Source: an optimization exercise on an open RTL-to-GDS flow (aim: small area, a short achievable clock period and few clock cycles). Production flows keep margins and buffers that such runs may drop. Function was checked by simulation only, so behaviour that the tests miss may differ from the original. No activity file was given, so power comes from the tool's default toggle rates.

<file path="design/flow/run.sh">
#!/bin/bash
# synth_recipe.tcl (not shown) runs the flow's synth.tcl, then flattens the netlist and writes it again
# the make line also repeats each setting of config.mk as NAME=value (left out here)
make -C /OpenROAD-flow-scripts/flow DESIGN_CONFIG=/design/flow/config.mk WORK_HOME=/design/flow/orfs CLKGATE_MAP_FILE= SYNTH_SCRIPT=/design/flow/synth_recipe.tcl finish
</file>
<file path="design/flow/config.mk">
export PLATFORM = sky130hd
export DESIGN_NAME = ascii_integer_parser
export DESIGN_NICKNAME = ascii_integer_parser
export VERILOG_FILES = /design/flow/design.v
export SDC_FILE = /design/flow/constraint.sdc
export NUM_CORES = 4
export LEC_CHECK = 0
export CAP_MARGIN = 20
export CORE_MARGIN = 2
export CORE_UTILIZATION = 40
export SLEW_MARGIN = 20
</file>
<file path="design/flow/constraint.sdc">
create_clock -name core_clock -period 9.0 [get_ports {clk}]
set_input_delay 1.8000 -clock core_clock [delete_from_list [all_inputs] [get_ports {clk}]]
set_output_delay 1.8000 -clock core_clock [all_outputs]
set_load 0.01 [all_outputs]
</file>
<file path="design/flow/design.v">
package aip_pkg;
	localparam int COUNT_BITS = 16;
	localparam int CONSUMED_BITS = 16;
	localparam logic [COUNT_BITS-1:0] COUNT_MAX = {COUNT_BITS{1'b1}};
	localparam logic CFG_BASE_SELECT = 1'b0;
	localparam logic CFG_SIGNED_MODE = 1'b1;
	localparam int CFG_DATA_BITS = 5;
	localparam logic [7:0] CH_NUL = 8'h00;
	localparam logic [7:0] CH_ZERO = 8'h30;
	localparam logic [7:0] CH_NINE = 8'h39;
	localparam logic [7:0] CH_LO_A = 8'h61;
	localparam logic [7:0] CH_LO_F = 8'h66;
	localparam logic [7:0] CH_UP_A = 8'h41;
	localparam logic [7:0] CH_UP_F = 8'h46;
	localparam logic [7:0] CH_X = 8'h78;
	localparam logic [7:0] CH_MINUS = 8'h2d;
	localparam logic [4:0] BASE_AUTO = 5'd0;
	localparam logic [4:0] BASE_DEC = 5'd10;
	localparam logic [4:0] BASE_HEX = 5'd16;
	typedef enum logic [5:0] {
		PH_IDLE   = 6'b000001,
		PH_PREFIX = 6'b000010,
		PH_ZERO   = 6'b000100,
		PH_AUTO0  = 6'b001000,
		PH_AUTO0X = 6'b010000,
		PH_DIGITS = 6'b100000
	} aip_phase_t;
	typedef struct packed {
		logic [7:0] ch;
		logic       first;
	} aip_in_t;
	typedef struct packed {
		logic [63:0]              value;
		logic [CONSUMED_BITS-1:0] consumed;
	} aip_out_t;
	typedef struct packed {
		logic [4:0] base_select;
		logic       signed_mode;
	} aip_cfg_t;
	typedef struct packed {
		aip_phase_t            phase;
		logic                  neg;
		logic [63:0]           acc;
		logic [COUNT_BITS-1:0] cnt;
		logic [4:0]            base;
	} aip_state_t;
	function automatic logic [COUNT_BITS-1:0] sat_inc(input logic [COUNT_BITS-1:0] c);
		sat_inc = (c == COUNT_MAX) ? c : c + COUNT_BITS'(1);
	endfunction
endpackage
module aip_core (
	input  aip_pkg::aip_state_t st,
	input  aip_pkg::aip_in_t    item,
	input  aip_pkg::aip_cfg_t   cfg,
	output aip_pkg::aip_state_t nxt,
	output logic       emit,
	output aip_pkg::aip_out_t   res
);
	aip_pkg::aip_state_t  w;
	logic        want_prefix;
	logic        want_digit;
	logic        is_dec;
	logic        is_lo;
	logic        is_up;
	logic [3:0]  dval;
	logic [63:0] prod;
	logic [31:0] cnt_ext;
	always_comb begin
		w = st;
		want_prefix = 1'b0;
		want_digit = 1'b0;
		emit = 1'b0;
		is_dec = 1'b0;
		is_lo = 1'b0;
		is_up = 1'b0;
		dval = 4'd0;
		prod = 64'd0;
		if (item.first) begin
			w.neg = 1'b0;
			w.acc = 64'd0;
			w.cnt = '0;
			if (cfg.base_select == aip_pkg::BASE_AUTO && item.ch == aip_pkg::CH_ZERO) begin
				w.base = aip_pkg::BASE_DEC;
				w.cnt = aip_pkg::COUNT_BITS'(1);
				w.phase = aip_pkg::PH_AUTO0;
			end else begin
				w.base = (cfg.base_select == aip_pkg::BASE_AUTO) ? aip_pkg::BASE_DEC : cfg.base_select;
				if (cfg.signed_mode && item.ch == aip_pkg::CH_MINUS) begin
					w.neg = 1'b1;
					w.cnt = aip_pkg::COUNT_BITS'(1);
					w.phase = aip_pkg::PH_PREFIX;
				end else begin
					want_prefix = 1'b1;
				end
			end
		end else begin
			unique case (st.phase)
				aip_pkg::PH_PREFIX: want_prefix = 1'b1;
				aip_pkg::PH_ZERO: begin
					if (item.ch == aip_pkg::CH_X) begin
						w.cnt = aip_pkg::sat_inc(st.cnt);
						w.phase = aip_pkg::PH_DIGITS;
					end else begin
						want_digit = 1'b1;
					end
				end
				aip_pkg::PH_AUTO0: begin
					if (item.ch == aip_pkg::CH_X) begin
						w.phase = aip_pkg::PH_AUTO0X;
					end else begin
						w.base = aip_pkg::BASE_DEC;
						want_digit = 1'b1;
					end
				end
				aip_pkg::PH_AUTO0X: begin
					if (item.ch == aip_pkg::CH_NUL) begin
						w.base = aip_pkg::BASE_DEC;
						emit = 1'b1;
					end else begin
						w.base = aip_pkg::BASE_HEX;
						w.cnt = aip_pkg::COUNT_BITS'(2);
						want_digit = 1'b1;
					end
				end
				aip_pkg::PH_DIGITS: want_digit = 1'b1;
				default: ;
			endcase
		end
		if (want_prefix) begin
			if (w.base == aip_pkg::BASE_HEX && item.ch == aip_pkg::CH_ZERO) begin
				w.cnt = aip_pkg::sat_inc(w.cnt);
				w.phase = aip_pkg::PH_ZERO;
			end else begin
				want_digit = 1'b1;
			end
		end
		is_dec = (item.ch >= aip_pkg::CH_ZERO) && (item.ch <= aip_pkg::CH_NINE);
		is_lo = (w.base == aip_pkg::BASE_HEX) && (item.ch >= aip_pkg::CH_LO_A) && (item.ch <= aip_pkg::CH_LO_F);
		is_up = (w.base == aip_pkg::BASE_HEX) && (item.ch >= aip_pkg::CH_UP_A) && (item.ch <= aip_pkg::CH_UP_F);
		if (is_dec)
			dval = 4'(item.ch - aip_pkg::CH_ZERO);
		else if (is_lo)
			dval = 4'(item.ch - aip_pkg::CH_LO_A + 8'd10);
		else
			dval = 4'(item.ch - aip_pkg::CH_UP_A + 8'd10);
		prod = w.acc * {59'd0, w.base};
		if (want_digit) begin
			if (is_dec || is_lo || is_up) begin
				w.acc = prod + {60'd0, dval};
				w.cnt = aip_pkg::sat_inc(w.cnt);
				w.phase = aip_pkg::PH_DIGITS;
			end else begin
				emit = 1'b1;
			end
		end
		if (emit)
			w.phase = aip_pkg::PH_IDLE;
	end
	assign nxt = w;
	assign cnt_ext = 32'(w.cnt);
	assign res.value = w.neg ? (64'd0 - w.acc) : w.acc;
	assign res.consumed = (cnt_ext > 32'(16'hFFFF)) ? 16'hFFFF : cnt_ext[aip_pkg::CONSUMED_BITS-1:0];
endmodule
module aip_out (
	input  logic     clk,
	input  logic     arst_n,
	input  logic     load,
	input  aip_pkg::aip_out_t din,
	output logic     free,
	output logic     result_valid,
	input  logic     result_stall,
	output aip_pkg::aip_out_t result
);
	logic     valid_q;
	aip_pkg::aip_out_t data_q;
	assign free = !valid_q || !result_stall;
	always_ff @(posedge clk or negedge arst_n) begin
		if (!arst_n) begin
			valid_q <= 1'b0;
		end else if (free) begin
			valid_q <= load;
		end
	end
	always_ff @(posedge clk) begin
		if (free && load) begin
			data_q <= din;
		end
	end
	assign result_valid = valid_q;
	assign result = data_q;
endmodule
module ascii_integer_parser (
	input  logic                     clk,
	input  logic                     arst_n,
	input  logic                     item_valid,
	output logic                     item_stall,
	input  logic [8:0]               item,
	output logic                     result_valid,
	input  logic                     result_stall,
	output logic [79:0]              result,
	input  logic                     cfg_we,
	input  logic                     cfg_index,
	input  logic [aip_pkg::CFG_DATA_BITS-1:0] cfg_data
);
	aip_pkg::aip_cfg_t   cfg_q;
	aip_pkg::aip_state_t st_q;
	aip_pkg::aip_state_t st_nxt;
	aip_pkg::aip_in_t    item_s1;
	logic       valid_s1;
	logic       emit;
	aip_pkg::aip_out_t   res;
	logic       out_free;
	logic       advance;
	logic       take;
	always_ff @(posedge clk or negedge arst_n) begin
		if (!arst_n) begin
			cfg_q.base_select <= aip_pkg::BASE_AUTO;
			cfg_q.signed_mode <= 1'b1;
		end else if (cfg_we) begin
			unique case (cfg_index)
				aip_pkg::CFG_BASE_SELECT: cfg_q.base_select <= cfg_data[4:0];
				aip_pkg::CFG_SIGNED_MODE: cfg_q.signed_mode <= cfg_data[0];
				default: ;
			endcase
		end
	end
	assign advance = valid_s1 && (!emit || out_free);
	assign item_stall = valid_s1 && !advance;
	assign take = item_valid && !item_stall;
	always_ff @(posedge clk or negedge arst_n) begin
		if (!arst_n) begin
			valid_s1 <= 1'b0;
		end else if (take) begin
			valid_s1 <= 1'b1;
		end else if (advance) begin
			valid_s1 <= 1'b0;
		end
	end
	always_ff @(posedge clk) begin
		if (take) begin
			item_s1 <= item;
		end
	end
	aip_core u_core (
		.st   (st_q),
		.item (item_s1),
		.cfg  (cfg_q),
		.nxt  (st_nxt),
		.emit (emit),
		.res  (res)
	);
	always_ff @(posedge clk or negedge arst_n) begin
		if (!arst_n) begin
			st_q.phase <= aip_pkg::PH_IDLE;
			st_q.neg <= 1'b0;
			st_q.acc <= 64'd0;
			st_q.cnt <= '0;
			st_q.base <= aip_pkg::BASE_DEC;
		end else if (advance) begin
			st_q <= st_nxt;
		end
	end
	aip_out u_out (
		.clk          (clk),
		.arst_n       (arst_n),
		.load         (advance && emit),
		.din          (res),
		.free         (out_free),
		.result_valid (result_valid),
		.result_stall (result_stall),
		.result       (result)
	);
endmodule
</file>
==> summary.txt <==
Timing
  • Post-layout minimum cycle time: 8.70 ns
  • Final worst-path cycle share: 0.967
  • Final Setup Violations: 0
  • Final Hold Vio Count: 0
  • Slew Limit Headroom: 0.224
  • Worst Max-Slew Pin Slew: around 1.2 ns
  • Final Skew: about 0.033 ns
  • Setup TNS Final: 0 ns
  • Slew Limit Fails: 0
  • Fmax: ~110 MHz
  • Final Hold Slack: 0.485 ns
  • RSZ-0062 raised after global routing: false

Clocking
  • CTS clk-pin slew, worst paths: about 0.09 ns
  • TritonCTS buffer count: 17
  • Clock latency on the worst-skew pair: 0.52 ns
  • H-tree Lvls: 4
  • Clk buf depth: 2
  • Hold buffer count at cts: 0
  • CTS tree: yes
  • Clock sink count: 189
  • CTS Root Cell: clkbuf_16

Synthesis
  • Avg Cell Area, Syn: approximately 8 sq um
  • Yosys top cell by area: fa_1
  • Synthesized instance count: between 2k and 3k
  • Mapped Area: roughly 24000 sq um
  • Synth cell types: 102
  • Total number of yosys warnings: 3
  • Top-count cell post-synth: nor2_1
  • Top cells by area, synth: fa_1, edfxtp_1, dfrtp_1
  • Seq/Total Area, Yosys: 0.220
  • Flop and latch count out of synthesis: between 150 and 200
  • EDFF count, synth: between 80 and 90
  • Top cell type's share of synthesized area: 0.155
  • Synth cell count leaders: nor2_1, inv_1, nand2_1
  • Ys flop type: dfrtp_1
  • Syn nets: approximately 3.2k
  • FFs w/ async S/R, synth: 0.529

Placed design
  • Hpwl dp: between 50000 and 60000 microns
  • IO Port Bufs: about 100
  • Gp weighted congestion: about 0.99

Worst setup path
  • CP Launch Type: flop
  • Setup CP Type: flop to flop
  • Worst-path cell chain: or4_4 > a211oi_4 > nor3_2 > buf_12 > and3_1 > fa_1 > fa_1 > inv_1 > fa_1 > inv_1 > ha_1 > a21oi_1 > o221ai_1 > a21o_1 > o21ai_1 > a31o_1 > a21boi_0 > or4_1 > a311o_1 > nand4bb_1 > or4_1 > o41ai_1 > xor2_1
  • Delay-heaviest family, CP: compound AO/OA/AOI/OAI gates
  • Arr. time, crit path: 8.93 ns
  • CP Data Required Time: around 9 ns
  • Largest stage delay, worst path: roughly 0.70 ns
  • Worst path bufs/invs: 3
  • Max FO, Critical Path: 121
  • Slowest-stage cell, CP: or4_1
  • Crit. End Element: flop
  • Critical Path Most Common Cell: fa_1

Layout
  • Nets: 3259
  • Filler cell count: between 5k and 6k
  • Multi-input logic area: about 17000 sq um
  • # diodes: 0
  • Sequential cell area: 5180 sq um
  • Layout cells sized above 1: 0.0715
  • Layout area overhead: 11.3%

Power
  • Maximum vdd ir drop: ~0.14 mV
  • Pwr/cell area: between 90 and 100 nW/um^2
  • P_leak: 12.1 nW

Floorplan
  • Full die area: 60900 sq um
  • Die Span Y: ~250 microns
  • Row count: 88
  • Core Area: between 50000 and 60000 sq um
  • Top Ports: 102
  • Initial core utilization: 0.406
  • Horiz. Die Dim: approximately 250 microns

Drt
  • WL final: 77100 microns
  • Wire per inst: about 21 microns
  • DRC errors left: 0
  • Drt pass-1 iters: 6
  • DR iter-0 viols: roughly 2.1k
  • Total number of vias: roughly 22k
  • Routed Antenna Nets: 0
  • Number of vias per cell: about 5.9

Worst hold path
  • Tightest Hold Check Type: flop to flop

Global route
  • Remaining Overflow, GRT: 0
  • GRT Total Usage: 0.256
  • Largest net degree at the start of global routing: 130
  • Global-route wire length before repair: about 120000 microns
  • Initial antenna violation count: 0
  • Vias in the first global route: roughly 22k

Flow run
  • Max_cap viols: 0

Outcome
  • Status: timing/DRC/antenna clean
-- sequential cells by signal (all words and copies together) (netlist names) --
signal and cells:
cfg_q 6, item_s1 9, st_q 92, u_out.data_q 80
u_out.valid_q 1, valid_s1 1
-- where the power goes --
| part | switching [W] | leakage [nW] | internal (W) |
|---|---|---|---|
| registers | 0.0000526 | 2.24 | 0.000970 |
| clock network | 0.000388 | 0.285 | 0.000415 |
| logic | 0.000376 | 9.62 | 0.000189 |
-- worst register-to-register path: stages (launching register included) --
cell	delay (ns)
dfrtp_1	0.43
or4_4	0.58
a211oi_4	0.36
nor3_2	0.10
buf_12	0.20
and3_1	0.55
fa_1	0.47
fa_1	0.54
inv_1	0.05
fa_1	0.53
inv_1	0.06
ha_1	0.44
a21oi_1	0.32
o221ai_1	0.29
a21o_1	0.26
o21ai_1	0.40
a31o_1	0.31
a21boi_0	0.15
or4_1	0.46
a311o_1	0.36
nand4bb_1	0.40
or4_1	0.70
o41ai_1	0.36
xor2_1	0.12
-- final timing paths --
kind                          start                to  slack (ns)  depth (start not counted)
max in group asynchronous    arst_n          st_q[30]        6.35                          2
hold / removal              st_q[1]           st_q[1]        0.49                          2
min in group asynchronous    arst_n          st_q[72]        1.29                          1
setup reg to reg           st_q[87]  u_out.data_q[77]        0.30                         23
hold reg to reg             st_q[1]           st_q[1]        0.49                          2
setup / recovery           st_q[87]  u_out.data_q[77]        0.30                         23
-- cells by family (layout without fill, tap and decap cells) --
family                     after synthesis  in the layout  share of synthesized area
DFF                                    189            189                      0.220
adders and majority gates              316            316                      0.226
AOI/OAI and AO/OA                      630            630                      0.180
muxes                                   41             41                     0.0189
xor gates and xnor gates               127            127                     0.0472
buffers and inverters                  465            517                     0.0756
and+or+nand+nor                       1116           1116                      0.233
-- per-layer routing --
layer	track usage	share of wire	vias up
met2	0.409	0.45	877
li1	-	-	10089
met3	0.0409	0.069	110
met4	0.0849	0.023	0
met1	0.354	0.45	10830
met5	0	0	-
-- cells in the final DEF, fill, tap and decap left out, types with 11 or more instances in the layout --
| cell | synthesis | layout |
|---|---|---|
| nor2_1 | 349 | 348 |
| inv_1 | 310 | 308 |
| nand2_1 | 294 | 293 |
| fa_1 | 182 | 182 |
| and3_1 | 147 | 147 |
| a21oi_1 | 150 | 147 |
| o21ai_0 | 143 | 141 |
| ha_1 | 134 | 134 |
| clkdlybuf4s50_1 | 0 | 100 |
| dfrtp_1 | 96 | 96 |
| edfxtp_1 | 89 | 89 |
| xnor2_1 | 83 | 83 |
| buf_4 | 4 | 69 |
| nor3_1 | 58 | 57 |
| nand3_1 | 49 | 49 |
| xor2_1 | 44 | 44 |
| a31oi_1 | 40 | 40 |
| a21o_1 | 39 | 39 |
| nand4_1 | 37 | 37 |
| mux2_2 | 25 | 25 |
| nor2b_1 | 22 | 21 |
| nor4_1 | 23 | 21 |
| o21a_1 | 21 | 20 |
| and2_1 | 19 | 19 |
| o211ai_1 | 19 | 19 |
| clkbuf_16 | 0 | 17 |
| nand2b_1 | 15 | 15 |
| or3_1 | 15 | 15 |
| a211oi_1 | 17 | 15 |
| o31ai_1 | 15 | 15 |
| or2_2 | 14 | 14 |
| mux2i_1 | 14 | 14 |
| a211o_1 | 13 | 13 |
| o21ai_1 | 12 | 12 |
| and4_1 | 12 | 12 |
| or4_1 | 11 | 11 |
| a22o_1 | 11 | 11 |
-- stage by stage --
| stage | util | cells | worst slack (ns) | total power (W) | area (sq um) |
|---|---|---|---|---|---|
| finish | 0.452 | 3701 | 0.298 | 0.00239 | 26300 |
| CTS | 0.450 | 3697 | 0.175 | 0.00240 | 26100 |
| global route | 0.452 | 3701 | 0.0351 | 0.00249 | 26300 |
| floorplan | - | 2884 | 0.497 | 0.00131 | 23600 |
| global placement | 0.440 | 3665 | 0.229 | 0.00158 | 25600 |
| detailed placement | 0.440 | 3665 | 0.247 | 0.00158 | 25600 |
-- final cells by class --
class / instances / share of cell area
Tap cell: 765 / 0.0365
Timing Repair Buffer: 175 / 0.0622
Clock buffer: 21 / 0.0168
Inverter: 310 / 0.0445
Sequential cell: 189 / 0.197
Clock inverter: 11 / 0.00529
Multi-Input combinational cell: 2230 / 0.637
-- repair_timing --
action,4_1_cts,5_1_grt
setup endpoints to repair,0,10
buffers inserted,0,3
gates resized for setup,0,11
Testbench counts, summed over its fixed seeds: cycles 48,268.

-- port drivers added, routing unchanged --
No port has a modelled driver above. Below, the same layout with a new extraction and two added sets of constraints. Step 1: set_driving_cell puts a clkbuf_16 on clk and a buf_2 on each other input, an assumption about the parent block. Step 2 times the ports against the registers' clock, not the clock port: input delays grow and output delays shrink by t, the midpoint of the rising clock arrivals with the driver on. Slacks: ideal / step 1 / step 2; pairs: ideal / step 1.
t (ns): 0.555
setup WS [ns]: 0.298 / 0.298 / 0.298
hold slack, ns: 0.485 / 0.485 / 0.485
After both steps setup and hold are still met in this run. For this run, drivers alone change the setup slack by 0.000 ns; drivers and shift together by 0.000 ns.
